This is an optimization exercise on Yosys and OpenROAD, whose aim is small area, not a production implementation. In this exercise RTL edits were held to simulation tests only and were not proved equivalent to the original. No activity file was given, so power comes from the tool's default toggle rates.

--- design.v ---
package udp_proto_pkg;
    typedef logic [31:0] ip_addr_t;
    typedef logic [15:0] udp_port_t;
    typedef logic [15:0] udp_len_t;
    localparam udp_port_t ECHO_PORT = 16'd1234;
    localparam udp_len_t UDP_HDR_BYTES = 16'd8;
endpackage
package echo_buf_pkg;
    localparam int PAYLOAD_DEPTH = 64;
    localparam int HDR_DEPTH = 4;
    localparam int PAYLOAD_CNT_W = $clog2(PAYLOAD_DEPTH + 1);
    localparam int LEN_W = 6;
endpackage
`timescale 1ns/1ps
module aoi3_sel (
    input  logic [2:0] i_d,
    input  logic [2:0] i_sel,
    output logic       o_qn
);
    assign o_qn = !(|(i_d & i_sel));
endmodule
module sel4_bit (
    input  logic [3:0] i_d,
    input  logic [3:0] i_sel,
    output logic       o_q
);
    assign o_q = |(i_d & i_sel);
endmodule
`timescale 1ns/1ps
module udp_echo_top (
    input  logic                     clk,
    input  logic                     rst,
    input  logic                     i_hdr_valid,
    input  udp_proto_pkg::ip_addr_t  i_src_ip,
    input  udp_proto_pkg::udp_port_t i_src_port,
    input  udp_proto_pkg::udp_port_t i_dst_port,
    input  udp_proto_pkg::udp_len_t  i_length,
    input  logic                     i_pay_valid,
    input  logic [7:0]               i_pay_data,
    input  logic                     i_pay_last,
    input  logic                     i_hdr_ready,
    input  logic                     i_pay_ready,
    output logic                     o_hdr_valid,
    output udp_proto_pkg::ip_addr_t  o_dst_ip,
    output udp_proto_pkg::udp_port_t o_src_port,
    output udp_proto_pkg::udp_port_t o_dst_port,
    output udp_proto_pkg::udp_len_t  o_length,
    output logic                     o_pay_valid,
    output logic [7:0]               o_pay_data,
    output logic                     o_pay_last
);
    localparam int LEN_W = echo_buf_pkg::LEN_W;    
    localparam int HW    = 32 + 16 + LEN_W;    
    logic                 pass;      
    logic                 hdr_wr;    
    logic                 admit;
    logic                 len_ok;
    logic                 queue_ok;
    logic                 pay_wr;
    logic [2:0]           hn;
    logic [3:0][HW-1:0]   hq;
    logic                 pending;
    logic                 hdr_empty;
    logic                 hdr_rd;
    logic [HW-1:0]        hq_head;
    logic [echo_buf_pkg::PAYLOAD_CNT_W-1:0] pn;
    logic [63:0][7:0]     pq;
    logic                 pay_rd;
    logic [LEN_W-1:0]     len_q;     
    logic                 tx_idle;
    assign len_ok   = (i_length[15:7] == '0) && (i_length[6:3] != '0) &&
                      ({1'b0, i_length[6:0]} + {1'b0, pn} <= 8'd72);
    assign queue_ok = (hn != 3'd4) || (hdr_wr && tx_idle);
    assign admit    = i_hdr_valid && (i_dst_port == udp_proto_pkg::ECHO_PORT) &&
                      len_ok && queue_ok;
    assign pay_wr    = pass && i_pay_valid;
    assign pending   = pass || hdr_wr;
    assign hdr_empty = (hn == 3'd0) || (hn == 3'd1 && pending);
    assign tx_idle   = !o_hdr_valid && !o_pay_valid;
    assign hdr_rd    = tx_idle && !hdr_empty;
    assign pay_rd    = o_pay_valid && i_pay_ready;
    always_ff @(posedge clk) begin
        if (rst) begin
            pass        <= 1'b0;
            hdr_wr      <= 1'b0;
            hn          <= '0;
            pn          <= '0;
            o_hdr_valid <= 1'b0;
            o_pay_valid <= 1'b0;
        end else begin
            if (i_hdr_valid) begin
                pass <= admit;
            end else if (i_pay_valid && i_pay_last) begin
                pass <= 1'b0;
            end
            hdr_wr <= pass && i_pay_valid && i_pay_last;
            hn     <= hn + 3'(admit) - 3'(hdr_rd);
            pn     <= pn + 7'(pay_wr) - 7'(pay_rd);
            if (hdr_rd) begin
                o_hdr_valid <= 1'b1;
            end else if (o_hdr_valid && i_hdr_ready) begin
                o_hdr_valid <= 1'b0;
                o_pay_valid <= 1'b1;
            end else if (pay_rd && o_pay_last) begin
                o_pay_valid <= 1'b0;
            end
        end
    end
    always_ff @(posedge clk) begin
        if (admit) begin
            hq <= {hq[2:0], hq[3]};
            hq[1] <= {i_src_ip, i_src_port, i_length[LEN_W-1:0]};
        end
        if (pay_wr) begin
            pq <= {pq[62:0], pq[63]};
            pq[1] <= i_pay_data;
        end
    end
    logic [3:0]       hsel;
    logic [63:0]      psel;
    logic [7:0]       pay_head;
    always_comb begin
        hsel = '0;
        hsel[hn[1:0]] = 1'b1;
        psel = '0;
        psel[pn[5:0]] = 1'b1;
    end
    for (genvar b = 0; b < HW; b++) begin : g_hsel
        sel4_bit u_sel (
            .i_d   ({hq[3][b], hq[2][b], hq[1][b], hq[0][b]}),
            .i_sel (hsel),
            .o_q   (hq_head[b])
        );
    end
    for (genvar b = 0; b < 8; b++) begin : g_pbit
        logic [20:0] grp_n;
        for (genvar g = 0; g < 21; g++) begin : g_grp
            aoi3_sel u_aoi (
                .i_d   ({pq[3*g+2][b], pq[3*g+1][b], pq[3*g][b]}),
                .i_sel (psel[3*g +: 3]),
                .o_qn  (grp_n[g])
            );
        end
        assign pay_head[b] = !(&grp_n) || (pq[63][b] && psel[63]);
    end
    always_ff @(posedge clk) begin
        if (hdr_rd) begin
            o_dst_ip   <= hq_head[HW-1 -: 32];
            o_dst_port <= hq_head[LEN_W +: 16];
            len_q      <= hq_head[LEN_W-1:0];
        end else if (pay_rd) begin
            len_q      <= len_q - 1'b1;
        end
    end
    assign o_src_port = udp_proto_pkg::ECHO_PORT;
    assign o_length   = {9'b0, (len_q <= LEN_W'(8)), len_q};
    assign o_pay_data = pay_head;
    assign o_pay_last = (len_q == LEN_W'(9));
endmodule
--- flow/run.sh ---
#!/bin/bash
# Standard ORFS layout with two changes: the port buffers are the smallest
# plain buffer (buf_1) and CTS builds larger sink clusters without dummy loads.
set -euo pipefail
cd "$(dirname "$0")/.."
export BUFFER_PORTS_ARGS="-buffer_cell sky130_fd_sc_hd__buf_1"
export CTS_ARGS="-sink_clustering_enable -repair_clock_nets -sink_clustering_size 15 -sink_clustering_max_diameter 70 -buf_list sky130_fd_sc_hd__clkbuf_8 -dont_use_dummy_load"
bash standard.sh > standard_make.log 2>&1
--- standard.sh ---
#!/bin/bash
# synth_recipe.tcl (not shown) runs the flow's synth.tcl, then flattens the netlist and writes it again
# the make line also repeats each setting of config.mk as NAME=value (left out here)
make -C /OpenROAD-flow-scripts/flow DESIGN_CONFIG=/design/flow/config.mk WORK_HOME=/design/flow/orfs CLKGATE_MAP_FILE= SYNTH_SCRIPT=/design/flow/synth_recipe.tcl "${@:-finish}"
--- constraint.sdc ---
create_clock -name core_clock -period 8.0 [get_ports {clk}]
set_input_delay 1.6000 -clock core_clock [delete_from_list [all_inputs] [get_ports {clk}]]
set_output_delay 1.6000 -clock core_clock [all_outputs]
set_load 0.01 [all_outputs]
--- config.mk ---
export PLATFORM = sky130hd
export DESIGN_NAME = udp_echo_top
export DESIGN_NICKNAME = udp_echo_top
export VERILOG_FILES = /design/flow/design.v
export SDC_FILE = /design/flow/constraint.sdc
export NUM_CORES = 4
export LEC_CHECK = 0
export CAP_MARGIN = 20
export CORE_MARGIN = 2
export CORE_UTILIZATION = 60
export SLEW_MARGIN = 20
export SYNTH_HIERARCHICAL = 1
==> flow_summary_export.csv, run 1 <==
group,metric,value,unit
floorplanning,fp.coreArea,0.0475,mm²
sta,rsz0062_at_grt,"no",
power_and_ir_drop,total_power,8.60,mW
min_path,hp-class,"reg -> reg",
power_and_ir_drop,power_leakage,9.32,nW
setup_path,r2r-start,"pn[0]$_SDFF_PP0_",
final_layout,multiInputGateArea,0.00486,mm²
clocking,clock_path_buffers,3,
sta,tns,0,ps
grt,grt-ovfl-total,0,
grt,grt_use_total,0.253,
status,outcome,"timing/DRC/antenna clean",
min_path,min-delay-start,"pq[205]$_DFFE_PP_",
yosys,synth_cell_type_count,52,
detailed_routing,drc,0,
power_and_ir_drop,powerDensity,277,mW/mm²
grt,grt_max_degree,193,
sta,post-route-period-util,0.846,
setup_path,start_kind,"flip-flop",
clocking,insertion_delay,710,ps
yosys,synth_area,0.0288,mm²
final_layout,seqCellArea,0.0238,mm²
yosys,ys_async_sr_fraction,0,
floorplanning,start_util,0.605,
clocking,ctsHoldBuffers,0,
final_layout,final_nets,1842,
yosys,synth-simple-area-share,0.0454,
clocking,post_cts_buffers,0,
sta,worst_pin_slew,1220,ps
yosys,synth_compound_area_frac,0.0985,
sta,finalSetupViolations,0,
setup_path,cp.arrival,5170,ps
setup_path,crit_required,6400,ps
placement,numPortBuffers,160,
detailed_routing,dr.pass1.iters,9,
job,drv_cap,0,
final_layout,drive_gt1_frac,0.0513,
floorplanning,rows,80,
sta,final-hold-violation-count,0,
clocking,cts_resized,0,
grt,grt_pass1_vias,15200,
sta,fmax,0.148,GHz
grt,grt_first_pass_wirelength,93.8,mm
final_layout,syn_to_final_growth,7.66,%
final_layout,fillers,3253,
setup_path,critical_path.max_stage_delay,770,ps
yosys,yosysWarnings,7,
yosys,synthAdderAreaFrac,0.0134,
setup_path,crit_chain,"inv_1 -> ha_1 -> nand2_1 -> a21oi_1 -> o21ai_0 -> or2_2 -> nor2_1 -> a222oi_1 -> nand4_1 -> or4_1 -> a2111o_1 -> buf_1",
floorplanning,ios,186,
clocking,clock-sinks,796,
clocking,clk_pin_slew_worst_paths,90,ps
final_layout,num_antenna_cells,0,
setup_path,reg2reg_to,"hq[79]$_DFFE_PN_",
yosys,synth_top_family_by_area,"compound AO/OA/AOI/OAI gates",
yosys,synth_area_per_cell,19.3,µm²
yosys,syn_inst,1494,
clocking,h-tree-depth,2,
detailed_routing,num_vias,15700,
setup_path,ff2ff_path_depth,8,
yosys,synthFlopType,"edfxtp_1",
sta,fin_crit,6770,ps
sta,relSlewSlack,0.181,
min_path,holdPathStages,0,
floorplanning,die_area,0.0497,mm²
detailed_routing,wl_per_cell,27.4,µm
yosys,synth_edf_count,782,
sta,slew_violations,0,
clocking,cts_root_buf,"clkbuf_8",
power_and_ir_drop,ir_worst_vdd,180,µV
placement,dpl.hpwl,39.5,mm
final_layout,final_common_cell,"edfxtp_1",
yosys,yosys.area_share.xor_xnor,0.00578,
setup_path,worstSetupEndpointType,"output pin",
yosys,muxShareOfSynthArea,0.000783,
placement,gp_congestion,0.951,
detailed_routing,postRouteAntennaNets,0,
final_layout,mostFrequentLayoutCells,"edfxtp_1, a222oi_1, buf_1, a22oi_1, nor2_1",
placement,place_inst,2272,
floorplanning,die_y,223,µm
floorplanning,die_x,223,µm
clocking,cts_buffers,59,
sta,skew,64.4,ps
setup_path,worst-r2r-setup-slack,4370,ps
grt,antenna_found_initial,1,
yosys,seq_area_frac_synth,0.826,
detailed_routing,viasPerCell,6.74,
detailed_routing,drt_iter0_drc,2569,
detailed_routing,wl,63.8,mm
min_path,min_to,"pq[213]$_DFFE_PP_",
final_layout,layoutNonFillerInstCount,2331,
setup_path,crit_type,"reg -> out",
setup_path,cp_max_fo,8,
setup_path,cpMaxStageDelayCell,"o21ai_0",
clocking,cts_tree,"done",
yosys,ys_seq_elements,796,
## worst max-delay path by stage
| stage | cells after the start | end | slack, ps | from |
|---|---|---|---|---|
| 2_1_floorplan | 10 | hn[1]$_SDFF_PP0_ | 950 | i_length[0] |
| 3_3_place_gp | 12 | o_pay_data[4] | 2100 | pn[1]$_SDFF_PP0_ |
| 3_5_place_dp | 12 | o_pay_data[4] | 2170 | pn[1]$_SDFF_PP0_ |
| 4_1_cts | 12 | o_pay_data[4] | 1390 | pn[1]$_SDFF_PP0_ |
| 5_1_grt | 12 | o_pay_data[4] | 1080 | pn[1]$_SDFF_PP0_ |
| 6_report | 12 | o_pay_data[4] | 1230 | pn[1]$_SDFF_PP0_ |
## metrics by stage
stage | hold slack (ps) | area [µm²] | util | worst slack (ps)
finish | 426 | 31000 | 0.652 | 1230
global placement | 429 | 30200 | 0.634 | 2100
global route | 421 | 31000 | 0.652 | 1080
CTS | 416 | 31000 | 0.652 | 1390
floorplan | 426 | 28900 | - | 947
detailed placement | 433 | 30200 | 0.635 | 2170
## routing by layer
metal  wire, µm  share of wire  track usage
met1      26300           0.41        0.370
met2      28700           0.45        0.379
met3       5900          0.092       0.0477
met4       2910          0.045        0.114
met5         13        0.00020            0
## kinds of logic after synthesis
| family | Yosys count |
|---|---|
| compound gates | 323 |
| xor+xnor | 16 |
| fa+ha+maj | 29 |
| buf+inv | 51 |
| flops | 796 |
| mux | 2 |
| other cells | 2 |
| simple gates | 275 |
## cells in the mapped netlist, types with 4 or more instances
master | number | area [µm²]
a2111o_1 | 8 | 90.1
a211oi_1 | 4 | 30.0
a21oi_1 | 17 | 85.1
a222oi_1 | 168 | 1680
a22oi_1 | 109 | 818
buf_4 | 25 | 188
clkbuf_1 | 4 | 15.0
dfxtp_1 | 14 | 280
edfxtp_1 | 782 | 23500
ha_1 | 26 | 325
inv_1 | 21 | 78.8
nand2_1 | 82 | 308
nand2b_1 | 5 | 31.3
nand3_1 | 20 | 100
nand3b_1 | 4 | 30.0
nand4_1 | 34 | 213
nor2_1 | 89 | 334
nor2b_1 | 6 | 37.5
nor3_1 | 6 | 30.0
o21bai_1 | 4 | 30.0
or4_1 | 10 | 75.1
xnor2_1 | 13 | 114
## area by class of cell
cell class | count | area share
flip-flops and latches | 796 | 0.767
multi-input cells | 670 | 0.157
clock buffers | 59 | 0.0262
well taps | 615 | 0.0248
repair buffers | 170 | 0.0227
inverters | 21 | 0.00254
## flip-flops by register name, summed over array words and instances, names as in the netlist
register / flops
o_pay_valid: 1
o_dst_ip: 32
hdr_wr: 1
hn: 3
pass: 1
o_dst_port: 16
hq: 216
o_hdr_valid: 1
pq: 512
pn: 7
len_q: 6
## modules after synthesis, one instance, submodules excluded
module	flip-flops and latches	cell area [µm²]	copies in the design
aoi3_sel	0	10.0	168
sel4_bit	0	18.8	54
udp_echo_top	796	26100	1
## worst max-delay path: cells and delay by family (launching register included)
family / cells / cell delay (ps)
AND/OR/NAND/NOR: 5 / 1390
flip-flops: 1 / 510
AO/OA/AOI/OAI: 4 / 2000
buffers and inverters: 2 / 320
adder cells (fa/ha/maj): 1 / 270
## power breakdown
group	switching, mW	total, mW	leakage, nW	internal (mW)
Clock	1.19	1.85	0.424	0.657
Combinational	1.25	1.89	2.10	0.640
Sequential	0.0907	4.86	6.80	4.77
Total	2.53	8.60	9.32	6.07
==> run 2: changes to the inputs <==
==> run.sh (new file) <==
#!/bin/bash
# synth_recipe.tcl (not shown) runs the flow's synth.tcl, then flattens the netlist and writes it again
# the make line also repeats each setting of config.mk as NAME=value (left out here)
make -C /OpenROAD-flow-scripts/flow DESIGN_CONFIG=/design/flow/config.mk WORK_HOME=/design/flow/orfs CLKGATE_MAP_FILE= SYNTH_SCRIPT=/design/flow/synth_recipe.tcl finish
--- a/config.mk
+++ b/config.mk
@@ -8,5 +8,8 @@
 export CAP_MARGIN = 20
 export CORE_MARGIN = 2
 export CORE_UTILIZATION = 60
+export CTS_BUF_LIST = sky130_fd_sc_hd__clkbuf_8
+export CTS_CLUSTER_DIAMETER = 70
+export CTS_CLUSTER_SIZE = 15
 export SLEW_MARGIN = 20
 export SYNTH_HIERARCHICAL = 1
removed: flow/run.sh
removed: standard.sh
==> flow_summary_export.csv, run 2 <==
group,metric,value,unit
clocking,clock_path_buffers,3,
sta,post-route-period-util,0.868,
clocking,cts_root_buf,"clkbuf_8",
setup_path,cp.arrival,5340,ps
clocking,cts_resized,0,
final_layout,final_nets,1843,
grt,grt-ovfl-total,0,
sta,fmax,0.144,GHz
setup_path,reg2reg_to,"hq[147]$_DFFE_PN_",
yosys,synth_most_common_cell,"edfxtp_1",
placement,dp_slack,1910,ps
floorplanning,ios,186,
yosys,yosysWarnings,7,
placement,gp_congestion,0.921,
sta,relSlewSlack,0.214,
yosys,muxShareOfSynthArea,0.000783,
clocking,cts_tree,"done",
sta,worst_pin_slew,1170,ps
detailed_routing,postRouteAntennaNets,0,
grt,grt_use_total,0.248,
setup_path,critical_path.max_stage_delay,730,ps
power_and_ir_drop,total_power,9.07,mW
detailed_routing,dr.pass1.iters,14,
yosys,yosys.area_share.xor_xnor,0.00578,
clocking,insertion_delay,710,ps
final_layout,final_common_cell,"edfxtp_1",
detailed_routing,wl,62.7,mm
yosys,synth_top_family_by_area,"compound AO/OA/AOI/OAI gates",
final_layout,mostFrequentLayoutCells,"edfxtp_1, a222oi_1, clkdlybuf4s50_1, a22oi_1, nor2_1",
final_layout,num_antenna_cells,0,
power_and_ir_drop,powerDensity,282,mW/mm²
yosys,ys_seq_elements,796,
setup_path,cp_top_family,"compound AO/OA/AOI/OAI gates",
floorplanning,rows,80,
setup_path,worst-r2r-setup-slack,4760,ps
final_layout,drive_gt1_frac,0.0545,
setup_path,r2r-start,"pn[0]$_SDFF_PP0_",
yosys,synth_area,0.0288,mm²
final_layout,largest_reg_flops,512,
min_path,holdPathStages,0,
sta,fin_crit,6940,ps
yosys,synthTopCellsByCount,"edfxtp_1, a222oi_1, a22oi_1, nor2_1, nand2_1",
floorplanning,die_area,0.0497,mm²
yosys,synthFlopType,"edfxtp_1",
clocking,h-tree-depth,2,
setup_path,cp_max_fo,8,
setup_path,worstSetupEndpointType,"output pin",
floorplanning,start_util,0.605,
yosys,synth_cell_type_count,52,
placement,placed_cell_area,0.0312,mm²
yosys,synth_area_per_cell,19.3,µm²
setup_path,crit_required,6400,ps
sta,slew_violations,0,
yosys,synth_compound_area_frac,0.0985,
clocking,ctsHoldBuffers,0,
sta,setup_slack,1060,ps
yosys,synth_top_area_frac,0.816,
clocking,cts_buffers,59,
final_layout,reg_top3,"pq (512), hq (216), o_dst_ip (32)",
detailed_routing,viasPerCell,6.66,
setup_path,ff2ff_path_depth,9,
sta,holdWs,445,ps
grt,grt_pass1_vias,15000,
yosys,synthAdderAreaFrac,0.0134,
sta,final-hold-violation-count,0,
final_layout,design_area,0.0322,mm²
detailed_routing,num_vias,15700,
floorplanning,fp.coreArea,0.0475,mm²
yosys,synth_top_cells_by_area,"edfxtp_1, a222oi_1, a22oi_1",
grt,grt_max_degree,217,
detailed_routing,drt_iter0_drc,2707,
min_path,min-delay-start,"pq[94]$_DFFE_PP_",
job,drv_cap,0,
min_path,min_to,"pq[102]$_DFFE_PP_",
placement,dpl.hpwl,38.8,mm
setup_path,start_kind,"flip-flop",
sta,finalSetupViolations,0,
sta,skew,41.3,ps
yosys,seq_area_frac_synth,0.826,
setup_path,crit_chain,"inv_1 -> ha_1 -> nand2_1 -> a21oi_1 -> o21ai_1 -> or2_2 -> nor2_1 -> a222oi_1 -> nand4_1 -> or4_1 -> a2111o_1 -> clkdlybuf4s50_1",
grt,grt_first_pass_wirelength,92.2,mm
clocking,clk_pin_slew_worst_paths,100,ps
final_layout,largest_register,"pq",
yosys,synth-simple-area-share,0.0454,
floorplanning,die_x,223,µm
sta,tns,0,ps
detailed_routing,drc,0,
yosys,synth_top_cell_by_area,"edfxtp_1",
yosys,ys_async_sr_fraction,0,
setup_path,critPathBufInv,2,
detailed_routing,wl_per_cell,26.6,µm
floorplanning,die_y,223,µm
power_and_ir_drop,power_leakage,9.90,nW
clocking,post_cts_buffers,0,
sta,rsz0062_at_grt,"no",
setup_path,cpMaxStageDelayCell,"o21ai_1",
placement,numPortBuffers,160,
yosys,syn_inst,1494,
grt,antenna_found_initial,0,
final_layout,syn_to_final_growth,11.8,%
yosys,synth_edf_count,782,
status,outcome,"timing/DRC/antenna clean",
min_path,hp-class,"reg -> reg",
power_and_ir_drop,ir_worst_vdd,202,µV
clocking,clock-sinks,796,
setup_path,crit_type,"reg -> out",
-- run 2: metrics by stage --
step / cells / utilization
2_1_floorplan: 1517 / -
3_3_place_gp: 2272 / 0.656
3_5_place_dp: 2272 / 0.656
4_1_cts: 2356 / 0.676
5_1_grt: 2357 / 0.677
6_report: 2357 / 0.677
-- run 2: worst max-delay path by stage --
stage | end | slack [ps] | cells past startpoint | from
after floorplan | hn[1]$_SDFF_PP0_ | 950 | 10 | i_length[0]
after global placement | o_pay_data[6] | 1580 | 12 | pn[1]$_SDFF_PP0_
after detailed placement | o_pay_data[2] | 1910 | 11 | pn[1]$_SDFF_PP0_
after CTS | o_pay_data[2] | 1110 | 11 | pn[1]$_SDFF_PP0_
after global routing | o_pay_data[6] | 970 | 12 | pn[1]$_SDFF_PP0_
final | o_pay_data[6] | 1060 | 12 | pn[1]$_SDFF_PP0_
-- run 2: kinds of logic after synthesis --
kind of cell             Yosys count
AO/OA/AOI/OAI                    323
adder cells (fa/ha/maj)           29
flip-flops                       796
buffers and inverters             51
other                              2
AND/OR/NAND/NOR                  275
XOR/XNOR                          16
multiplexers                       2
-- run 2: final cells by class --
cell class	count	area, µm²
sequential	796	23800
inverter	21	78.8
timing repair buffer	171	1740
multi-input combinational	670	4860
clock inverter	23	125
clock buffer	61	840
tap	615	769
fill	3157	15400
-- run 2: per-layer routing --
metal  vias to the layer above  track usage  part of all wire
li1                       6806            -                 -
met1                      7861        0.371              0.42
met2                       872        0.368              0.45
met3                       147       0.0424             0.092
met4                         0        0.104             0.041
met5                         -            0                 0
-- run 2: power by group --
| group | total (mW) | internal (mW) | switching [mW] |
|---|---|---|---|
| combinational | 2.25 | 0.966 | 1.29 |
| clock | 1.95 | 0.729 | 1.22 |
| sequential | 4.86 | 4.77 | 0.0903 |
| total | 9.07 | 6.47 | 2.60 |
-- run 2: modules after synthesis, one instance, submodules excluded --
module	flops+latches	times used	area (µm²)	cells
aoi3_sel	0	168	10.0	1
udp_echo_top	796	1	26100	1164
sel4_bit	0	54	18.8	3
==> run 3: changes to the inputs <==
--- a/design.v
+++ b/design.v
@@ -19,9 +19,16 @@
 );
     assign o_qn = !(|(i_d & i_sel));
 endmodule
-module sel4_bit (
-    input  logic [3:0] i_d,
-    input  logic [3:0] i_sel,
+module sel5_bit (
+    input  logic [4:0] i_d,
+    input  logic [4:0] i_sel,
+    output logic       o_q
+);
+    assign o_q = |(i_d & i_sel);
+endmodule
+module sel6_bit (
+    input  logic [5:0] i_d,
+    input  logic [5:0] i_sel,
     output logic       o_q
 );
     assign o_q = |(i_d & i_sel);
@@ -62,14 +69,13 @@
     logic                 pending;
     logic                 hdr_empty;
     logic                 hdr_rd;
-    logic [HW-1:0]        hq_head;
-    logic [echo_buf_pkg::PAYLOAD_CNT_W-1:0] pn;
+    logic [6:0]           fr;
     logic [63:0][7:0]     pq;
     logic                 pay_rd;
     logic [LEN_W-1:0]     len_q;     
     logic                 tx_idle;
     assign len_ok   = (i_length[15:7] == '0) && (i_length[6:3] != '0) &&
-                      ({1'b0, i_length[6:0]} + {1'b0, pn} <= 8'd72);
+                      (i_length[6:0] <= fr);
     assign queue_ok = (hn != 3'd4) || (hdr_wr && tx_idle);
     assign admit    = i_hdr_valid && (i_dst_port == udp_proto_pkg::ECHO_PORT) &&
                       len_ok && queue_ok;
@@ -84,7 +90,7 @@
             pass        <= 1'b0;
             hdr_wr      <= 1'b0;
             hn          <= '0;
-            pn          <= '0;
+            fr          <= 7'd72;
             o_hdr_valid <= 1'b0;
             o_pay_valid <= 1'b0;
         end else begin
@@ -95,7 +101,7 @@
             end
             hdr_wr <= pass && i_pay_valid && i_pay_last;
             hn     <= hn + 3'(admit) - 3'(hdr_rd);
-            pn     <= pn + 7'(pay_wr) - 7'(pay_rd);
+            fr     <= fr - 7'(pay_wr) + 7'(pay_rd);
             if (hdr_rd) begin
                 o_hdr_valid <= 1'b1;
             end else if (o_hdr_valid && i_hdr_ready) begin
@@ -117,21 +123,44 @@
         end
     end
     logic [3:0]       hsel;
+    logic [4:0]       osel;      
+    logic [47:0]      ohdr_q;
+    logic [47:0]      ohdr_d;
     logic [63:0]      psel;
     logic [7:0]       pay_head;
     always_comb begin
         hsel = '0;
         hsel[hn[1:0]] = 1'b1;
-        psel = '0;
-        psel[pn[5:0]] = 1'b1;
+        osel = {!hdr_rd, hsel & {4{hdr_rd}}};
+        for (int k = 0; k < 64; k++) begin
+            psel[k] = (fr[5:0] == 6'(8 - k));
+        end
     end
-    for (genvar b = 0; b < HW; b++) begin : g_hsel
-        sel4_bit u_sel (
-            .i_d   ({hq[3][b], hq[2][b], hq[1][b], hq[0][b]}),
-            .i_sel (hsel),
-            .o_q   (hq_head[b])
+    logic [5:0]       lsel;
+    logic [LEN_W-1:0] len_dec;
+    logic [LEN_W-1:0] len_d;
+    assign lsel    = {!(hdr_rd || pay_rd), pay_rd, hsel & {4{hdr_rd}}};
+    assign len_dec = len_q - 1'b1;
+    for (genvar b = 0; b < LEN_W; b++) begin : g_lsel
+        sel6_bit u_sel (
+            .i_d   ({len_q[b], len_dec[b], hq[3][b], hq[2][b], hq[1][b], hq[0][b]}),
+            .i_sel (lsel),
+            .o_q   (len_d[b])
         );
     end
+    for (genvar b = 0; b < 48; b++) begin : g_osel
+        sel5_bit u_sel (
+            .i_d   ({ohdr_q[b], hq[3][LEN_W+b], hq[2][LEN_W+b], hq[1][LEN_W+b], hq[0][LEN_W+b]}),
+            .i_sel (osel),
+            .o_q   (ohdr_d[b])
+        );
+    end
+    always_ff @(posedge clk) begin
+        ohdr_q <= ohdr_d;
+        len_q  <= len_d;
+    end
+    assign o_dst_ip   = ohdr_q[47:16];
+    assign o_dst_port = ohdr_q[15:0];
     for (genvar b = 0; b < 8; b++) begin : g_pbit
         logic [20:0] grp_n;
         for (genvar g = 0; g < 21; g++) begin : g_grp
@@ -143,15 +172,6 @@
         end
         assign pay_head[b] = !(&grp_n) || (pq[63][b] && psel[63]);
     end
-    always_ff @(posedge clk) begin
-        if (hdr_rd) begin
-            o_dst_ip   <= hq_head[HW-1 -: 32];
-            o_dst_port <= hq_head[LEN_W +: 16];
-            len_q      <= hq_head[LEN_W-1:0];
-        end else if (pay_rd) begin
-            len_q      <= len_q - 1'b1;
-        end
-    end
     assign o_src_port = udp_proto_pkg::ECHO_PORT;
     assign o_length   = {9'b0, (len_q <= LEN_W'(8)), len_q};
     assign o_pay_data = pay_head;
==> flow/run.sh (new file) <==
#!/bin/bash
# Standard ORFS layout with two changes: the port buffers are the smallest
# plain buffer (buf_1) and CTS builds larger sink clusters without dummy loads.
set -euo pipefail
cd "$(dirname "$0")/.."
export BUFFER_PORTS_ARGS="-buffer_cell sky130_fd_sc_hd__buf_1"
export CTS_ARGS="-sink_clustering_enable -repair_clock_nets -sink_clustering_size 9 -sink_clustering_max_diameter 45 -buf_list {sky130_fd_sc_hd__clkbuf_4 sky130_fd_sc_hd__clkbuf_8} -dont_use_dummy_load"
bash standard.sh > standard_make.log 2>&1
==> standard.sh (new file) <==
#!/bin/bash
# synth_recipe.tcl (not shown) runs the flow's synth.tcl, then flattens the netlist and writes it again
# the make line also repeats each setting of config.mk as NAME=value (left out here)
make -C /OpenROAD-flow-scripts/flow DESIGN_CONFIG=/design/flow/config.mk WORK_HOME=/design/flow/orfs CLKGATE_MAP_FILE= SYNTH_SCRIPT=/design/flow/synth_recipe.tcl "${@:-finish}"
--- a/config.mk
+++ b/config.mk
@@ -7,9 +7,7 @@
 export LEC_CHECK = 0
 export CAP_MARGIN = 20
 export CORE_MARGIN = 2
-export CORE_UTILIZATION = 60
-export CTS_BUF_LIST = sky130_fd_sc_hd__clkbuf_8
-export CTS_CLUSTER_DIAMETER = 70
-export CTS_CLUSTER_SIZE = 15
+export CORE_UTILIZATION = 45
+export PLACE_DENSITY = 0.5
 export SLEW_MARGIN = 20
 export SYNTH_HIERARCHICAL = 1
removed: run.sh
==> flow_summary_export.csv, run 3 <==
group,metric,value,unit
yosys,synth_area,0.0281,mm²
final_layout,drive_gt1_frac,0.0830,
detailed_routing,num_vias,15700,
sta,final-hold-violation-count,0,
grt,grtUsageMet1,0.290,
sta,post-route-period-util,0.695,
power_and_ir_drop,powerDensity,228,mW/mm²
sta,slew_violations,0,
grt,grt_max_degree,178,
sta,worst_pin_slew,1160,ps
grt,grt_first_pass_wirelength,99.1,mm
min_path,hp-class,"reg -> reg",
yosys,synth_edf_count,728,
sta,rsz0062_at_grt,"no",
detailed_routing,wl_per_cell,26.3,µm
floorplanning,die_x,254,µm
sta,skew,67.9,ps
power_and_ir_drop,power_leakage,9.59,nW
status,outcome,"timing/DRC/antenna clean",
setup_path,cp_max_fo,14,
grt,antenna_found_initial,1,
clocking,h-tree-depth,3,
sta,fin_crit,5560,ps
yosys,syn_inst,1462,
final_layout,largest_register,"pq",
detailed_routing,dr.pass1.iters,10,
sta,relSlewSlack,0.222,
yosys,synthTopCellsByCount,"edfxtp_1, a222oi_1, nand2_1, nor2_1, dfxtp_1",
clocking,post_cts_buffers,0,
grt,grt_use_total,0.208,
grt,gr-usage-met3,0.0346,
final_layout,mostFrequentLayoutCells,"edfxtp_1, a222oi_1, buf_1, clkbuf_8, nand2_1",
final_layout,largest_reg_flops,512,
placement,dpl.hpwl,43.4,mm
sta,tns,0,ps
final_layout,syn_to_final_growth,11.6,%
setup_path,start_kind,"flip-flop",
yosys,synth_cell_type_count,45,
yosys,synth_area_per_cell,19.2,µm²
yosys,synth_top_cells_by_area,"edfxtp_1, a222oi_1, dfxtp_1",
job,drv_cap,0,
detailed_routing,wl,67.9,mm
yosys,muxShareOfSynthArea,0,
clocking,cts_resized,0,
placement,numPortBuffers,160,
yosys,synth-simple-area-share,0.0447,
detailed_routing,viasPerCell,6.09,
floorplanning,die_area,0.0644,mm²
clocking,clock_path_buffers,3,
clocking,cts_buffers,107,
clocking,clock-sinks,796,
yosys,synthAdderAreaFrac,0.0121,
grt,grt_pass1_vias,15300,
clocking,insertion_delay,710,ps
grt,grt-ovfl-total,0,
yosys,synthFlopType,"edfxtp_1",
grt,met2_usage,0.334,
yosys,synth_most_common_cell,"edfxtp_1",
power_and_ir_drop,ir_worst_vdd,159,µV
final_layout,final_nets,1869,
final_layout,final_common_cell,"edfxtp_1",
clocking,cts_root_buf,"clkbuf_8",
sta,finalSetupViolations,0,
yosys,synth_top_cell_by_area,"edfxtp_1",
clocking,clk_pin_slew_worst_paths,70,ps
floorplanning,ios,186,
detailed_routing,drc,0,
final_layout,reg_top3,"pq (512), hq (216), ohdr_q (48)",
detailed_routing,postRouteAntennaNets,0,
floorplanning,rows,91,
yosys,yosys.area_share.xor_xnor,0.00281,
yosys,synth_top_area_frac,0.779,
floorplanning,die_y,254,µm
yosys,ys_async_sr_fraction,0,
detailed_routing,drt_iter0_drc,2327,
setup_path,cp.arrival,3960,ps
final_layout,final_util,0.508,
setup_path,crit_type,"reg -> out",
yosys,synth_top_family_by_area,"compound AO/OA/AOI/OAI gates",
yosys,synth_compound_area_frac,0.103,
setup_path,crit_required,6400,ps
floorplanning,start_util,0.455,
sta,fmax,0.180,GHz
grt,busiest_layer,"met2",
floorplanning,fp.coreArea,0.0617,mm²
yosys,ys_seq_elements,796,
clocking,ctsHoldBuffers,0,
yosys,yosysWarnings,7,
clocking,cts_tree,"done",
placement,gp_congestion,0.827,
setup_path,worstSetupEndpointType,"output pin",
yosys,seq_area_frac_synth,0.827,
## run 3: cell count changes in the layout (fill, tap and decap cells not counted), sizes merged, moves of 10 or more
cell | previous run | this run
a21oi | 17 | 5
dfxtp | 14 | 68
nor2 | 90 | 72
edfxtp | 782 | 728
clkbuf | 61 | 107
nor4 | 3 | 13
xnor2 | 15 | 5
a22oi | 109 | 67
clkdlybuf4s50 | 160 | 0
inv | 40 | 20
a222oi | 168 | 216
buf | 11 | 185
## run 3: cell type report
type                            count  area, µm²
Multi-Input combinational cell    638       4720
Tap cell                          837       1050
Timing Repair Buffer              185        808
Antenna cell                        1       2.50
Inverter                           20       75.1
Clock buffer                      107       1470
Sequential cell                   796      23200
Fill cell                        5114      30400
## run 3: worst max-delay path: stages (launching register included)
cell      delay, ps
dfxtp_1         700
inv_1           320
nand2_1         370
nor2_1          290
a222oi_1        500
nand4_1         190
nor4_1          580
nand2_1         160
buf_1           170
## run 3: per-module statistics from Yosys (local to each module, per instance)
module,cells inside,flip-flops and latches,cell area (µm²),copies in the design
aoi3_sel,1,0,10.0,168
sel5_bit,3,0,21.3,48
sel6_bit,4,0,27.5,6
udp_echo_top,1126,796,25200,1
## run 3: kinds of logic (layout without fill, tap and decap cells)
kind of cell,Yosys count,count (layout)
flip-flops,796,796
AO/OA/AOI/OAI,313,313
AND/OR/NAND/NOR,265,265
buffers and inverters,51,312
adder cells (fa/ha/maj),26,26
XOR/XNOR,9,9
other,2,26
## run 3: layer usage
layer	vias up	part of all wire
met2	751	0.48
li1	6851	-
met3	97	0.077
met1	8044	0.42
met4	0	0.022
met5	-	0
## run 3: metrics by stage
stage          setup slack (ps)  total power [mW]  hold WS (ps)  instances  cell area [µm²]
4_1_cts                    2310              7.24           405       2582            31300
3_3_place_gp               3120              4.70           429       2473            29800
5_1_grt                    2180              7.40           427       2584            31300
3_5_place_dp               3120              4.70           434       2475            29900
6_report                   2440              7.13           404       2584            31300
2_1_floorplan               923              4.66           426       1485            28200
## run 3: final timing paths
check / start / endpoint / slack (ps) / cells after the start
hold / removal: pq[276]$_DFFE_PP_ / pq[284]$_DFFE_PP_ / 400 / 0
hold reg to reg: pq[276]$_DFFE_PP_ / pq[284]$_DFFE_PP_ / 400 / 0
setup reg to reg: fr[1]$_SDFF_PP0_ / hq[194]$_DFFE_PN_ / 4340 / 8
setup / recovery: fr[1]$_SDFF_PP0_ / o_pay_data[5] / 2440 / 8
## run 3: power breakdown
| part | switching, mW | internal (mW) | leakage [nW] |
|---|---|---|---|
| Clock | 1.34 | 1.18 | 0.769 |
| Combinational | 0.0600 | 0.0432 | 2.11 |
| Sequential | 0.0220 | 4.49 | 6.71 |
| Total | 1.42 | 5.71 | 9.59 |
==> run 4: changes to the inputs <==
==> flow/run.sh (replaced) <==
#!/bin/bash
# Standard ORFS layout with two changes: the port buffers are the smallest
# plain buffer (buf_1) and CTS builds larger sink clusters without dummy loads.
set -euo pipefail
cd "$(dirname "$0")/.."
export BUFFER_PORTS_ARGS="-buffer_cell sky130_fd_sc_hd__buf_1"
export CTS_ARGS="-sink_clustering_enable -repair_clock_nets -sink_clustering_size 15 -sink_clustering_max_diameter 70 -buf_list sky130_fd_sc_hd__clkbuf_8 -dont_use_dummy_load"
bash standard.sh > standard_make.log 2>&1
==> flow_summary_export.csv, run 4 <==
group,metric,value,unit
detailed_routing,dr.pass1.iters,13,
setup_path,crit_type,"reg -> out",
yosys,ys_seq_elements,796,
floorplanning,start_util,0.455,
detailed_routing,drt_iter0_drc,2457,
yosys,synth_area_per_cell,19.2,µm²
detailed_routing,wl,67.3,mm
yosys,ys_async_sr_fraction,0,
yosys,synth_area,0.0281,mm²
sta,fmax,0.179,GHz
clocking,clock-sinks,796,
grt,antenna_found_initial,5,
final_layout,largest_register,"pq",
clocking,ctsHoldBuffers,0,
yosys,synthFlopType,"edfxtp_1",
power_and_ir_drop,ir_worst_vdd,144,µV
setup_path,cp.arrival,3980,ps
final_layout,reg_top3,"pq (512), hq (216), ohdr_q (48)",
grt,grt_max_degree,178,
setup_path,worst-r2r-setup-slack,4380,ps
power_and_ir_drop,powerDensity,212,mW/mm²
sta,skew,62.4,ps
sta,post-route-period-util,0.698,
sta,tns,0,ps
yosys,synth_most_common_cell,"edfxtp_1",
clocking,h-tree-depth,2,
floorplanning,die_area,0.0644,mm²
detailed_routing,wl_per_cell,26.5,µm
yosys,synth_top_area_frac,0.779,
setup_path,crit_required,6400,ps
setup_path,start_kind,"flip-flop",
sta,relSlewSlack,0.236,
floorplanning,rows,91,
final_layout,largest_reg_flops,512,
setup_path,ff2ff_path_depth,8,
yosys,synth_top_cell_by_area,"edfxtp_1",
yosys,seq_area_frac_synth,0.827,
yosys,synthTopCellsByCount,"edfxtp_1, a222oi_1, nand2_1, nor2_1, dfxtp_1",
status,outcome,"timing/DRC/antenna clean",
clocking,post_cts_buffers,0,
final_layout,syn_to_final_growth,9.28,%
final_layout,drive_gt1_frac,0.0572,
setup_path,cp_max_fo,14,
sta,finalSetupViolations,0,
detailed_routing,drc,0,
yosys,synth_cell_type_count,45,
sta,fin_crit,5580,ps
final_layout,final_common_cell,"edfxtp_1",
grt,grt_pass1_vias,14900,
floorplanning,die_x,254,µm
job,drv_cap,0,
placement,numPortBuffers,160,
clocking,clock_path_buffers,3,
floorplanning,die_y,254,µm
sta,final-hold-violation-count,0,
grt,grt_use_total,0.205,
sta,slew_violations,0,
final_layout,mostFrequentLayoutCells,"edfxtp_1, a222oi_1, buf_1, nand2_1, dfxtp_1",
placement,gp_congestion,0.827,
floorplanning,fp.coreArea,0.0617,mm²
detailed_routing,postRouteAntennaNets,0,
sta,holdWs,413,ps
detailed_routing,viasPerCell,6.11,
yosys,syn_inst,1462,
clocking,clk_pin_slew_worst_paths,100,ps
yosys,synth_edf_count,728,
grt,grt-ovfl-total,0,
power_and_ir_drop,power_leakage,9.24,nW
min_path,holdPathStages,0,
yosys,synth_top_cells_by_area,"edfxtp_1, a222oi_1, dfxtp_1",
sta,rsz0062_at_grt,"no",
clocking,cts_root_buf,"clkbuf_8",
sta,worst_pin_slew,1140,ps
yosys,yosysWarnings,7,
detailed_routing,num_vias,15500,
grt,grt_first_pass_wirelength,97.3,mm
clocking,insertion_delay,720,ps
setup_path,worstSetupEndpointType,"output pin",
clocking,cts_resized,0,
clocking,cts_tree,"done",
final_layout,final_nets,1820,
placement,dpl.hpwl,43.4,mm
clocking,cts_buffers,59,
floorplanning,ios,186,
min_path,hp-class,"reg -> reg",
[run 4: final timing paths]
kind,from,endpoint
max,fr[1]$_SDFF_PP0_,o_pay_data[5]
min,pq[266]$_DFFE_PP_,pq[274]$_DFFE_PP_
max reg2reg,fr[1]$_SDFF_PP0_,hq[186]$_DFFE_PN_
min reg2reg,pq[266]$_DFFE_PP_,pq[274]$_DFFE_PP_
[run 4: routing by layer]
metal  vias up  routed length (µm)  global-route usage
met5         -                   0                   0
met4         0                1940              0.0672
met3       105                5090              0.0346
met2       716               32000               0.326
met1      7944               28300               0.288
li1       6743                   -                   -
[run 4: logic make-up after synthesis]
family,Yosys count,share of synthesized area
DFF,796,0.827
AOI/OAI and AO/OA,313,0.103
and+or+nand+nor,265,0.0447
buffers and inverters,51,0.0102
adders and majority gates,26,0.0121
xor gates and xnor gates,9,0.00281
other,2,0.000267
[run 4: worst max-delay path: stages (launching register included)]
cell and delay [ps]:
dfxtp_1 700, inv_1 300, nand2_1 370, nor2_1 290
a222oi_1 490, nand4_1 190, nor4_1 590, nand2_1 170
buf_1 170
[run 4: area by class of cell]
| cell class | count | area (µm²) |
|---|---|---|
| Fill cell | 5178 | 31000 |
| Multi-Input combinational cell | 638 | 4720 |
| Tap cell | 837 | 1050 |
| Timing Repair Buffer | 184 | 801 |
| Antenna cell | 3 | 7.51 |
| Sequential cell | 796 | 23200 |
| Inverter | 20 | 75.1 |
| Clock buffer | 59 | 812 |
[run 4: modules after synthesis, one instance, submodules excluded]
module        cell area (µm²)  copies in the design  flip-flops and latches  cells
sel5_bit                 21.3                    48                       0      3
udp_echo_top            25200                     1                     796   1126
aoi3_sel                 10.0                   168                       0      1
sel6_bit                 27.5                     6                       0      4
[run 4: power by group]
group	total (mW)	switching (mW)	internal (mW)
Combinational	0.104	0.0604	0.0432
Sequential	4.50	0.0221	4.48
Clock	1.88	1.23	0.657
Total	6.49	1.31	5.18
[run 4: metrics by stage]
stage	area (µm²)	power, mW	util	worst slack [ps]	std cells
6_report	30700	6.49	0.497	2420	2537
5_1_grt	30700	6.73	0.497	2160	2537
4_1_cts	30700	6.58	0.497	2290	2534
3_5_place_dp	29900	4.70	0.484	3120	2475
3_3_place_gp	29800	4.70	0.483	3120	2473
2_1_floorplan	28200	4.66	-	923	1485
==> run 5: changes to the inputs <==
--- a/design.v
+++ b/design.v
@@ -58,6 +58,39 @@
 );
     localparam int LEN_W = echo_buf_pkg::LEN_W;    
     localparam int HW    = 32 + 16 + LEN_W;    
+    function automatic logic [6:0] step7(input logic [6:0] q, input logic up, input logic dn);
+        logic [6:0] t;
+        logic       all1;
+        logic       all0;
+        for (int i = 0; i < 7; i++) begin
+            all1 = 1'b1;
+            all0 = 1'b1;
+            for (int j = 0; j < i; j++) begin
+                all1 = all1 & q[j];
+                all0 = all0 & !q[j];
+            end
+            t[i] = (up & all1) | (dn & all0);
+        end
+        step7 = q ^ t;
+    endfunction
+    function automatic logic [2:0] step3(input logic [2:0] q, input logic up, input logic dn);
+        logic [2:0] t;
+        t[0] = up | dn;
+        t[1] = (up & q[0]) | (dn & !q[0]);
+        t[2] = (up & q[0] & q[1]) | (dn & !q[0] & !q[1]);
+        step3 = q ^ t;
+    endfunction
+    function automatic logic le7(input logic [6:0] a, input logic [6:0] b);
+        logic gt;
+        logic eq;
+        gt = 1'b0;
+        eq = 1'b1;
+        for (int i = 6; i >= 0; i--) begin
+            gt = gt | (eq & a[i] & !b[i]);
+            eq = eq & (a[i] == b[i]);
+        end
+        le7 = !gt;
+    endfunction
     logic                 pass;      
     logic                 hdr_wr;    
     logic                 admit;
@@ -75,7 +108,7 @@
     logic [LEN_W-1:0]     len_q;     
     logic                 tx_idle;
     assign len_ok   = (i_length[15:7] == '0) && (i_length[6:3] != '0) &&
-                      (i_length[6:0] <= fr);
+                      le7(i_length[6:0], fr);
     assign queue_ok = (hn != 3'd4) || (hdr_wr && tx_idle);
     assign admit    = i_hdr_valid && (i_dst_port == udp_proto_pkg::ECHO_PORT) &&
                       len_ok && queue_ok;
@@ -100,8 +133,8 @@
                 pass <= 1'b0;
             end
             hdr_wr <= pass && i_pay_valid && i_pay_last;
-            hn     <= hn + 3'(admit) - 3'(hdr_rd);
-            fr     <= fr - 7'(pay_wr) + 7'(pay_rd);
+            hn     <= step3(hn, admit && !hdr_rd, hdr_rd && !admit);
+            fr     <= step7(fr, pay_rd && !pay_wr, pay_wr && !pay_rd);
             if (hdr_rd) begin
                 o_hdr_valid <= 1'b1;
             end else if (o_hdr_valid && i_hdr_ready) begin
@@ -140,7 +173,7 @@
     logic [LEN_W-1:0] len_dec;
     logic [LEN_W-1:0] len_d;
     assign lsel    = {!(hdr_rd || pay_rd), pay_rd, hsel & {4{hdr_rd}}};
-    assign len_dec = len_q - 1'b1;
+    assign len_dec = 6'(step7({1'b0, len_q}, 1'b0, 1'b1));
     for (genvar b = 0; b < LEN_W; b++) begin : g_lsel
         sel6_bit u_sel (
             .i_d   ({len_q[b], len_dec[b], hq[3][b], hq[2][b], hq[1][b], hq[0][b]}),
--- a/config.mk
+++ b/config.mk
@@ -5,9 +5,9 @@
 export SDC_FILE = /design/flow/constraint.sdc
 export NUM_CORES = 4
 export LEC_CHECK = 0
-export CAP_MARGIN = 20
+export CAP_MARGIN = 5
 export CORE_MARGIN = 2
 export CORE_UTILIZATION = 45
 export PLACE_DENSITY = 0.5
-export SLEW_MARGIN = 20
+export SLEW_MARGIN = 5
 export SYNTH_HIERARCHICAL = 1
==> flow_summary_export.csv, run 5 <==
group,metric,value,unit
power_and_ir_drop,powerDensity,218,mW/mm²
detailed_routing,drt_iter0_drc,2569,
power_and_ir_drop,comb_power_share,0.030,
grt,grt_use_total,0.203,
clocking,cts_root_buf,"clkbuf_8",
clocking,post_cts_buffers,0,
clocking,cts_tree,"done",
setup_path,cp.arrival,4130,ps
power_and_ir_drop,swShare,0.208,
sta,relSlewSlack,0.247,
detailed_routing,wl_per_cell,26.4,µm
setup_path,crit_chain,"inv_1 -> nand2_1 -> nor2_1 -> a222oi_1 -> nand4_1 -> or4_1 -> a2111o_1 -> buf_1",
placement,placed_cell_area,0.0297,mm²
grt,antenna_found_initial,3,
final_layout,final_common_cell,"edfxtp_1",
floorplanning,rows,91,
placement,gp_congestion,0.881,
setup_path,cp_max_fo,16,
sta,worst_pin_slew,1130,ps
sta,skew,30.0,ps
detailed_routing,viasPerCell,6.11,
power_and_ir_drop,power_frac_seq,0.690,
yosys,yosysWarnings,7,
clocking,clk_pin_slew_worst_paths,90,ps
clocking,clock-sinks,796,
sta,holdWs,446,ps
clocking,clock_path_buffers,3,
setup_path,worstSetupEndpointType,"output pin",
floorplanning,die_y,253,µm
sta,slew_violations,0,
yosys,ys_async_sr_fraction,0,
final_layout,largest_reg_flops,512,
floorplanning,ios,186,
sta,final-hold-violation-count,0,
floorplanning,die_area,0.0642,mm²
power_and_ir_drop,p_clk_frac,0.280,
yosys,synth_top_cells_by_area,"edfxtp_1, a222oi_1, dfxtp_1",
final_layout,drive_gt1_frac,0.0531,
sta,tns,0,ps
floorplanning,die_x,253,µm
clocking,ctsHoldBuffers,0,
grt,grt_first_pass_wirelength,97.5,mm
setup_path,start_kind,"flip-flop",
grt,grt-ovfl-total,0,
setup_path,crit_required,6400,ps
yosys,seq_area_frac_synth,0.829,
final_layout,final_nets,1783,
final_layout,largest_register,"pq",
setup_path,cpMaxStageDelayCell,"a222oi_1",
sta,rsz0062_at_grt,"no",
yosys,synth_top_area_frac,0.781,
clocking,cts_resized,0,
placement,numPortBuffers,160,
clocking,h-tree-depth,2,
power_and_ir_drop,ir_worst_vdd,141,µV
yosys,synth_area_per_cell,19.2,µm²
detailed_routing,num_vias,15400,
yosys,synth_area,0.0280,mm²
grt,grt_pass1_vias,15200,
floorplanning,start_util,0.454,
detailed_routing,wl,66.4,mm
power_and_ir_drop,p_int,5.27,mW
clocking,insertion_delay,680,ps
clocking,cts_buffers,59,
detailed_routing,dr.pass1.iters,11,
grt,grt_max_degree,177,
sta,finalSetupViolations,0,
final_layout,syn_to_final_growth,9.04,%
final_layout,fillers,5155,
yosys,synthFlopType,"edfxtp_1",
yosys,synth_edf_count,728,
final_layout,design_area,0.0305,mm²
yosys,syn_inst,1458,
sta,post-route-period-util,0.716,
placement,dpl.hpwl,42.2,mm
power_and_ir_drop,p_switching,1.38,mW
power_and_ir_drop,power_leakage,9.17,nW
detailed_routing,postRouteAntennaNets,0,
yosys,synth_top_cell_by_area,"edfxtp_1",
setup_path,critical_path.max_stage_delay,680,ps
sta,fin_crit,5730,ps
status,outcome,"timing/DRC/antenna clean",
setup_path,crit_type,"reg -> out",
yosys,synth_most_common_cell,"edfxtp_1",
yosys,synth_cell_type_count,47,
sta,fmax,0.175,GHz
floorplanning,fp.coreArea,0.0616,mm²
final_layout,mostFrequentLayoutCells,"edfxtp_1, a222oi_1, buf_1, nor2_1, nand2_1",
detailed_routing,drc,0,
setup_path,worst-r2r-setup-slack,4520,ps
yosys,synthTopCellsByCount,"edfxtp_1, a222oi_1, nor2_1, nand2_1",
job,drv_cap,0,
yosys,ys_seq_elements,796,
final_layout,reg_top3,"pq (512), hq (216), ohdr_q (48)",
min_path,hp-class,"reg -> reg",
-- run 5: cell count changes after synthesis, sizes merged, moves of 6 or more --
cell    delta
nand2     -16
nand3      +7
or4       +10
ha        -14
nor4       -6
a211oi    -11
nand2b     -9
clkbuf     +7
nor2       +7
a2111o     +8
-- run 5: final timing paths --
kind                        to              start  cells past startpoint
min          pq[167]$_DFFE_PP_  pq[159]$_DFFE_PP_                      0
min reg2reg  pq[167]$_DFFE_PP_  pq[159]$_DFFE_PP_                      0
max reg2reg  hq[193]$_DFFE_PP_   fr[6]$_SDFF_PP1_                      8
max              o_pay_data[3]   fr[4]$_SDFF_PP0_                      8
-- run 5: per-module statistics from Yosys (local to each module, per instance) --
module,times used,flip-flops and latches,cells,cell area [µm²]
udp_echo_top,1,796,1122,25100
aoi3_sel,168,0,1,10.0
sel5_bit,48,0,3,21.3
sel6_bit,6,0,4,27.5
-- run 5: logic make-up after synthesis --
logic type / after synthesis / share of synthesized area
buffers and inverters: 58 / 0.0113
AND/OR/NAND/NOR: 266 / 0.0467
XOR/XNOR: 11 / 0.00344
flip-flops: 796 / 0.829
multiplexers: 2 / 0.000715
AO/OA/AOI/OAI: 313 / 0.104
other: 2 / 0.000268
adder cells (fa/ha/maj): 10 / 0.00447
-- run 5: critical path, delay by kind of cell (launching register included) --
kind / cells / cell delay, ps
AO/OA/AOI/OAI: 2 / 1130
AND/OR/NAND/NOR: 4 / 1520
flip-flops: 1 / 480
buffers and inverters: 2 / 300
-- run 5: stage by stage --
stage                     worst slack (ps)  std cells  power [mW]  utilization
after global routing                  2090       2514        6.90        0.496
after global placement                3030       2454        4.88        0.482
after CTS                             2200       2513        6.75        0.495
after detailed placement              2980       2454        4.88        0.482
final                                 2270       2515        6.65        0.496
after floorplan                      -2500       1481        4.81            -
-- run 5: area by class of cell --
class,instances,area [µm²],area share
clock buffers,59,812,0.0266
well taps,837,1050,0.0343
repair buffers,176,746,0.0244
flip-flops and latches,796,23200,0.761
inverters,18,71.3,0.00234
diodes,2,5.00,0.000164
multi-input cells,627,4620,0.151
-- run 5: power by group through the flow --
stage / clock network [mW] / logic, mW / registers [mW]
after floorplan: 0 / 0.115 / 4.69
after global placement: 0 / 0.198 / 4.68
after detailed placement: 0 / 0.200 / 4.68
after CTS: 1.96 / 0.201 / 4.59
after global routing: 2.08 / 0.219 / 4.60
final: 1.86 / 0.197 / 4.59
-- run 5: layer usage --
metal  track usage  routed length (µm)  vias to the layer above
met5             0                  21                        -
met2         0.306               30400                      704
met4        0.0538                1410                        4
li1              -                   -                     6717
met3        0.0441                5900                      106
met1         0.299               28600                     7847
==> run 6: changes to the inputs <==
--- a/config.mk
+++ b/config.mk
@@ -5,9 +5,9 @@
 export SDC_FILE = /design/flow/constraint.sdc
 export NUM_CORES = 4
 export LEC_CHECK = 0
-export CAP_MARGIN = 5
+export CAP_MARGIN = 20
 export CORE_MARGIN = 2
 export CORE_UTILIZATION = 45
-export PLACE_DENSITY = 0.5
-export SLEW_MARGIN = 5
+export PLACE_DENSITY = 0.65
+export SLEW_MARGIN = 20
 export SYNTH_HIERARCHICAL = 1
==> flow_summary_export.csv, run 6 <==
group,metric,value,unit
status,outcome,"timing/DRC/antenna clean",
setup_path,start_kind,"flip-flop",
final_layout,layoutNonFillerInstCount,2513,
floorplanning,die_y,253,µm
clocking,cts_resized,0,
min_path,min-delay-start,"pq[371]$_DFFE_PP_",
detailed_routing,viasPerCell,6.22,
power_and_ir_drop,powerDensity,218,mW/mm²
yosys,synthAdderAreaFrac,0.00447,
yosys,synth_edf_count,728,
placement,dp_slack,3030,ps
detailed_routing,wl_met1,25.8,mm
yosys,synth_most_common_cell,"edfxtp_1",
floorplanning,ios,186,
job,drv_cap,0,
yosys,synth_top_family_by_area,"compound AO/OA/AOI/OAI gates",
grt,antenna_found_initial,4,
yosys,synth-simple-area-share,0.0467,
final_layout,mostFrequentLayoutCells,"edfxtp_1, a222oi_1, buf_1, nor2_1, nand2_1",
clocking,cts_tree,"done",
detailed_routing,num_vias,15600,
final_layout,fillers,5038,
setup_path,critPathBufInv,2,
yosys,synth_area,0.0280,mm²
yosys,synthTopCellsByCount,"edfxtp_1, a222oi_1, nor2_1, nand2_1",
final_layout,seqCellArea,0.0232,mm²
floorplanning,die_x,253,µm
setup_path,crit_chain,"inv_1 -> nand2_1 -> nor2_1 -> a222oi_1 -> nand4_1 -> or4_1 -> a2111o_1 -> buf_1",
sta,tns,0,ps
final_layout,largest_register,"pq",
final_layout,final_nets,1780,
grt,grt_use_total,0.191,
placement,gp_congestion,0.950,
grt,grt_max_degree,170,
setup_path,worstSetupEndpointType,"output pin",
clocking,clock-sinks,796,
detailed_routing,met3_length,6.99,mm
final_layout,syn_to_final_growth,9.01,%
setup_path,cp_top_family,"simple AND/OR/NAND/NOR gates",
clocking,cts_root_buf,"clkbuf_8",
grt,grt-ovfl-total,0,
clocking,ctsHoldBuffers,0,
floorplanning,start_util,0.454,
placement,placed_cell_area,0.0297,mm²
detailed_routing,postRouteAntennaNets,0,
detailed_routing,wl_per_cell,25.2,µm
yosys,yosys.area_share.xor_xnor,0.00344,
yosys,synth_top_cells_by_area,"edfxtp_1, a222oi_1, dfxtp_1",
sta,fmax,0.174,GHz
floorplanning,rows,91,
final_layout,largest_reg_flops,512,
clocking,post_cts_buffers,0,
final_layout,multiInputGateArea,0.00462,mm²
power_and_ir_drop,ir_worst_vdd,159,µV
detailed_routing,wl,63.2,mm
setup_path,reg2reg_to,"hq[5]$_DFFE_PP_",
setup_path,r2r-start,"fr[6]$_SDFF_PP1_",
grt,grt_first_pass_wirelength,93.3,mm
sta,setup_slack,2260,ps
placement,numPortBuffers,160,
yosys,synth_cell_type_count,47,
sta,skew,85.3,ps
floorplanning,fp.coreArea,0.0616,mm²
sta,post-route-period-util,0.718,
yosys,synth_top_cell_by_area,"edfxtp_1",
floorplanning,die_area,0.0642,mm²
setup_path,ff2ff_path_depth,8,
yosys,yosysWarnings,7,
yosys,seq_area_frac_synth,0.829,
min_path,hp-class,"reg -> reg",
yosys,ys_async_sr_fraction,0,
yosys,synth_top_area_frac,0.781,
clocking,clk_pin_slew_worst_paths,90,ps
clocking,cts_buffers,60,
placement,dpl.hpwl,40.1,mm
sta,final-hold-violation-count,0,
setup_path,cp_max_fo,16,
yosys,synthFlopType,"edfxtp_1",
min_path,min_to,"pq[379]$_DFFE_PP_",
clocking,h-tree-depth,2,
sta,relSlewSlack,0.230,
setup_path,crit_type,"reg -> out",
final_layout,final_util,0.495,
min_path,holdPathStages,0,
sta,rsz0062_at_grt,"no",
grt,grt_pass1_vias,14900,
yosys,ys_seq_elements,796,
detailed_routing,routed-wl-met2,28.6,mm
detailed_routing,drt_iter0_drc,2940,
setup_path,crit_required,6400,ps
power_and_ir_drop,power_leakage,9.16,nW
setup_path,cp.arrival,4140,ps
sta,slew_violations,0,
clocking,clock_path_buffers,3,
sta,fin_crit,5740,ps
placement,place_inst,2450,
sta,finalSetupViolations,0,
yosys,muxShareOfSynthArea,0.000715,
final_layout,final_common_cell,"edfxtp_1",
final_layout,design_area,0.0305,mm²
yosys,synth_area_per_cell,19.2,µm²
yosys,syn_inst,1458,
detailed_routing,highest_layer,"met5",
final_layout,reg_top3,"pq (512), hq (216), ohdr_q (48)",
setup_path,cpMaxStageDelayCell,"a222oi_1",
setup_path,critical_path_depth,8,
sta,worst_pin_slew,1150,ps
setup_path,worst-r2r-setup-slack,4450,ps
clocking,insertion_delay,720,ps
setup_path,critical_path.max_stage_delay,700,ps
detailed_routing,dr.pass1.iters,9,
detailed_routing,drc,0,
yosys,synth_compound_area_frac,0.104,
final_layout,drive_gt1_frac,0.0514,
-- run 6: cell counts after synthesis --
Identical to the previous run, type by type.
-- run 6: worst reg2reg max path: stages, from the launching register on --
cell	delay (ps)
dfxtp_1	320
inv_1	60
ha_1	230
or4_1	400
nor4_1	220
nand4_1	240
a211oi_4	210
buf_4	680
buf_12	600
-- run 6: Yosys stat by module (local to each module, per instance) --
| module | area (µm²) | cells inside | flops+latches |
|---|---|---|---|
| udp_echo_top | 25100 | 1122 | 796 |
| aoi3_sel | 10.0 | 1 | 0 |
| sel5_bit | 21.3 | 3 | 0 |
| sel6_bit | 27.5 | 4 | 0 |
-- run 6: cell type report --
type                       count  area share
timing repair buffer         172      0.0237
multi-input combinational    627       0.151
antenna                        3    0.000246
clock buffer                  60      0.0271
sequential                   796       0.761
tap                          837      0.0343
inverter                      18     0.00234
-- run 6: per-stage QoR --
| step | hold WS [ps] | power (mW) |
|---|---|---|
| after detailed placement | 432 | 4.88 |
| after floorplan | 426 | 4.81 |
| after CTS | 402 | 6.71 |
| after global routing | 423 | 6.87 |
| after global placement | 429 | 4.87 |
| final | 387 | 6.64 |
-- run 6: power by group --
group	switching, mW	total, mW	internal [mW]
clock network	1.19	1.86	0.667
registers	0.0400	4.59	4.55
logic	0.131	0.193	0.0613
total	1.36	6.64	5.28
-- run 6: layer usage --
metal / GRT usage / up-vias
met5: 0 / -
met4: 0.0634 / 4
met3: 0.0471 / 119
met2: 0.289 / 872
met1: 0.274 / 7936
li1: - / 6712
-- run 6: kinds of logic (layout without fill, tap and decap cells) --
kind of cell | count (synthesis) | after routing
and+or+nand+nor | 266 | 266
AOI/OAI and AO/OA | 313 | 313
muxes | 2 | 2
buffers and inverters | 58 | 250
DFF | 796 | 796
other | 2 | 28
xor gates and xnor gates | 11 | 11
adders and majority gates | 10 | 10
-- run 6: worst max path at each step --
stage | from | to | slack, ps
4_1_cts | fr[4]$_SDFF_PP0_ | o_pay_data[6] | 2330
5_1_grt | fr[4]$_SDFF_PP0_ | o_pay_data[1] | 2020
6_report | fr[4]$_SDFF_PP0_ | o_pay_data[1] | 2260
3_5_place_dp | i_length[6] | hq[141]$_DFFE_PP_ | 3030
3_3_place_gp | i_length[6] | hq[33]$_DFFE_PP_ | 3110
2_1_floorplan | i_pay_valid | fr[3]$_SDFF_PP1_ | -2500
==> run 7: changes to the inputs <==
--- a/config.mk
+++ b/config.mk
@@ -8,6 +8,6 @@
 export CAP_MARGIN = 20
 export CORE_MARGIN = 2
 export CORE_UTILIZATION = 45
-export PLACE_DENSITY = 0.65
+export PLACE_DENSITY = 0.5
 export SLEW_MARGIN = 20
 export SYNTH_HIERARCHICAL = 1
==> flow_summary_export.csv, run 7 <==
group,metric,value,unit
status,outcome,"timing/DRC/antenna clean",
final_layout,final_nets,1783,
floorplanning,fp.coreArea,0.0616,mm²
grt,grt_pass1_vias,15200,
sta,worst_pin_slew,1130,ps
final_layout,final_common_cell,"edfxtp_1",
clocking,cts_buffers,59,
yosys,ys_async_sr_fraction,0,
clocking,clock_path_buffers,3,
yosys,muxShareOfSynthArea,0.000715,
yosys,synth_cell_type_count,47,
yosys,synth_top_area_frac,0.781,
floorplanning,die_area,0.0642,mm²
final_layout,mostFrequentLayoutCells,"edfxtp_1, a222oi_1, buf_1, nor2_1, nand2_1",
setup_path,start_kind,"flip-flop",
final_layout,largest_reg_flops,512,
job,drv_cap,0,
detailed_routing,wl,66.4,mm
sta,relSlewSlack,0.247,
clocking,post_cts_buffers,0,
yosys,synthTopCellsByCount,"edfxtp_1, a222oi_1, nor2_1, nand2_1",
detailed_routing,dr.pass1.iters,11,
yosys,synthFlopType,"edfxtp_1",
sta,setup_slack,2270,ps
detailed_routing,viasPerCell,6.11,
setup_path,crit_required,6400,ps
sta,fin_crit,5730,ps
floorplanning,die_x,253,µm
placement,dpl.hpwl,42.2,mm
yosys,synth_edf_count,728,
yosys,synth_area,0.0280,mm²
placement,placed_cell_area,0.0297,mm²
setup_path,worstSetupEndpointType,"output pin",
final_layout,syn_to_final_growth,9.04,%
setup_path,cp_max_fo,16,
yosys,synthAdderAreaFrac,0.00447,
clocking,ctsHoldBuffers,0,
yosys,ys_seq_elements,796,
clocking,h-tree-depth,2,
placement,numPortBuffers,160,
yosys,synth_area_per_cell,19.2,µm²
yosys,synth_compound_area_frac,0.104,
floorplanning,start_util,0.454,
clocking,cts_root_buf,"clkbuf_8",
final_layout,reg_top3,"pq (512), hq (216), ohdr_q (48)",
yosys,yosys.area_share.xor_xnor,0.00344,
setup_path,cp.arrival,4130,ps
power_and_ir_drop,ir_worst_vdd,141,µV
detailed_routing,drt_iter0_drc,2569,
sta,slew_violations,0,
clocking,cts_resized,0,
final_layout,design_area,0.0305,mm²
clocking,clock-sinks,796,
detailed_routing,postRouteAntennaNets,0,
grt,grt_max_degree,177,
yosys,syn_inst,1458,
yosys,synth_most_common_cell,"edfxtp_1",
clocking,cts_tree,"done",
grt,grt_use_total,0.203,
sta,rsz0062_at_grt,"no",
yosys,synth_top_cells_by_area,"edfxtp_1, a222oi_1, dfxtp_1",
setup_path,crit_type,"reg -> out",
final_layout,drive_gt1_frac,0.0531,
placement,dp_slack,2980,ps
placement,gp_congestion,0.881,
detailed_routing,drc,0,
yosys,synth_top_family_by_area,"compound AO/OA/AOI/OAI gates",
power_and_ir_drop,powerDensity,218,mW/mm²
sta,final-hold-violation-count,0,
clocking,insertion_delay,680,ps
final_layout,largest_register,"pq",
min_path,hp-class,"reg -> reg",
final_layout,fillers,5155,
clocking,clk_pin_slew_worst_paths,90,ps
sta,fmax,0.175,GHz
detailed_routing,wl_per_cell,26.4,µm
yosys,synth_top_cell_by_area,"edfxtp_1",
yosys,seq_area_frac_synth,0.829,
yosys,yosysWarnings,7,
floorplanning,die_y,253,µm
floorplanning,rows,91,
detailed_routing,num_vias,15400,
power_and_ir_drop,total_power,6.65,mW
grt,grt_first_pass_wirelength,97.5,mm
yosys,synth-simple-area-share,0.0467,
sta,skew,30.0,ps
grt,grt-ovfl-total,0,
grt,antenna_found_initial,3,
sta,post-route-period-util,0.716,
power_and_ir_drop,power_leakage,9.17,nW
floorplanning,ios,186,
sta,finalSetupViolations,0,
run 7: Yosys stat by module, one instance, submodules excluded:
module	area (µm²)	flip-flops and latches	times used
udp_echo_top	25100	796	1
sel5_bit	21.3	0	48
aoi3_sel	10.0	0	168
sel6_bit	27.5	0	6
run 7: layout make-up:
| type | count | area (µm²) | area share |
|---|---|---|---|
| tap | 837 | 1050 | 0.0343 |
| multi-input combinational | 627 | 4620 | 0.151 |
| clock buffer | 59 | 812 | 0.0266 |
| sequential | 796 | 23200 | 0.761 |
| antenna | 2 | 5.00 | 0.000164 |
| inverter | 18 | 71.3 | 0.00234 |
| timing repair buffer | 176 | 746 | 0.0244 |
run 7: final timing paths:
| path | depth (start not counted) | from | endpoint | slack [ps] |
|---|---|---|---|---|
| min reg2reg | 0 | pq[159]$_DFFE_PP_ | pq[167]$_DFFE_PP_ | 450 |
| max | 8 | fr[4]$_SDFF_PP0_ | o_pay_data[3] | 2270 |
| max reg2reg | 8 | fr[6]$_SDFF_PP1_ | hq[193]$_DFFE_PP_ | 4520 |
| min | 0 | pq[159]$_DFFE_PP_ | pq[167]$_DFFE_PP_ | 450 |
run 7: report_power, final:
group          internal (mW)  switching [mW]  total, mW
clock                  0.658            1.20       1.86
combinational         0.0615           0.136      0.197
sequential              4.55          0.0399       4.59
total                   5.27            1.38       6.65
run 7: kinds of logic after synthesis:
| family | Yosys count |
|---|---|
| flops | 796 |
| simple gates | 266 |
| mux | 2 |
| buf+inv | 58 |
| xor+xnor | 11 |
| compound gates | 313 |
| fa+ha+maj | 10 |
| other cells | 2 |
run 7: routing by layer:
metal / share of wire / track usage
met1: 0.43 / 0.299
met2: 0.46 / 0.306
met4: 0.021 / 0.0538
met3: 0.089 / 0.0441
met5: 0.00032 / 0
run 7: through the flow:
step,cells,setup TNS (ps),util,hold slack (ps)
6_report,2515,0,0.496,446
5_1_grt,2514,0,0.496,459
4_1_cts,2513,0,0.495,444
3_5_place_dp,2454,0,0.482,433
3_3_place_gp,2454,0,0.482,430
2_1_floorplan,1481,-1030560,-,426
run 7: critical path: stages, from the launching register on:
cell	delay [ps]
dfxtp_1	480
inv_1	160
nand2_1	450
nor2_1	310
a222oi_1	680
nand4_1	180
or4_1	580
a2111o_1	450
buf_1	140

## re-timing with driven ports
Ports are ideal in the flow. The routed layouts listed here were re-timed in OpenROAD.
Step 1, drivers: a clkbuf_16 drives clk and a buf_2 each remaining input, both assumed.
Step 2 also shifts input and output timing later by t, the mid clock arrival at the registers, as if the neighbouring blocks saw the same clock.
a / b / c = no drivers / after step 1 / after step 2; a / b = the first two.
run | shift t [ns] | setup WS [ns]
run 1 | 0.736 | 1.233 / 1.173 / 1.909
run 2 | 0.746 | 1.058 / 1.003 / 1.749
run 3 | 0.724 | 2.444 / 2.388 / 3.112
run 4 | 0.752 | 2.415 / 2.356 / 3.108
run 5 | 0.724 | 2.274 / 2.215 / 2.939
run 6 | 0.726 | 2.256 / 2.194 / 2.920
run 7 | 0.724 | 2.274 / 2.215 / 2.939
After both steps setup and hold are still met in every run listed.
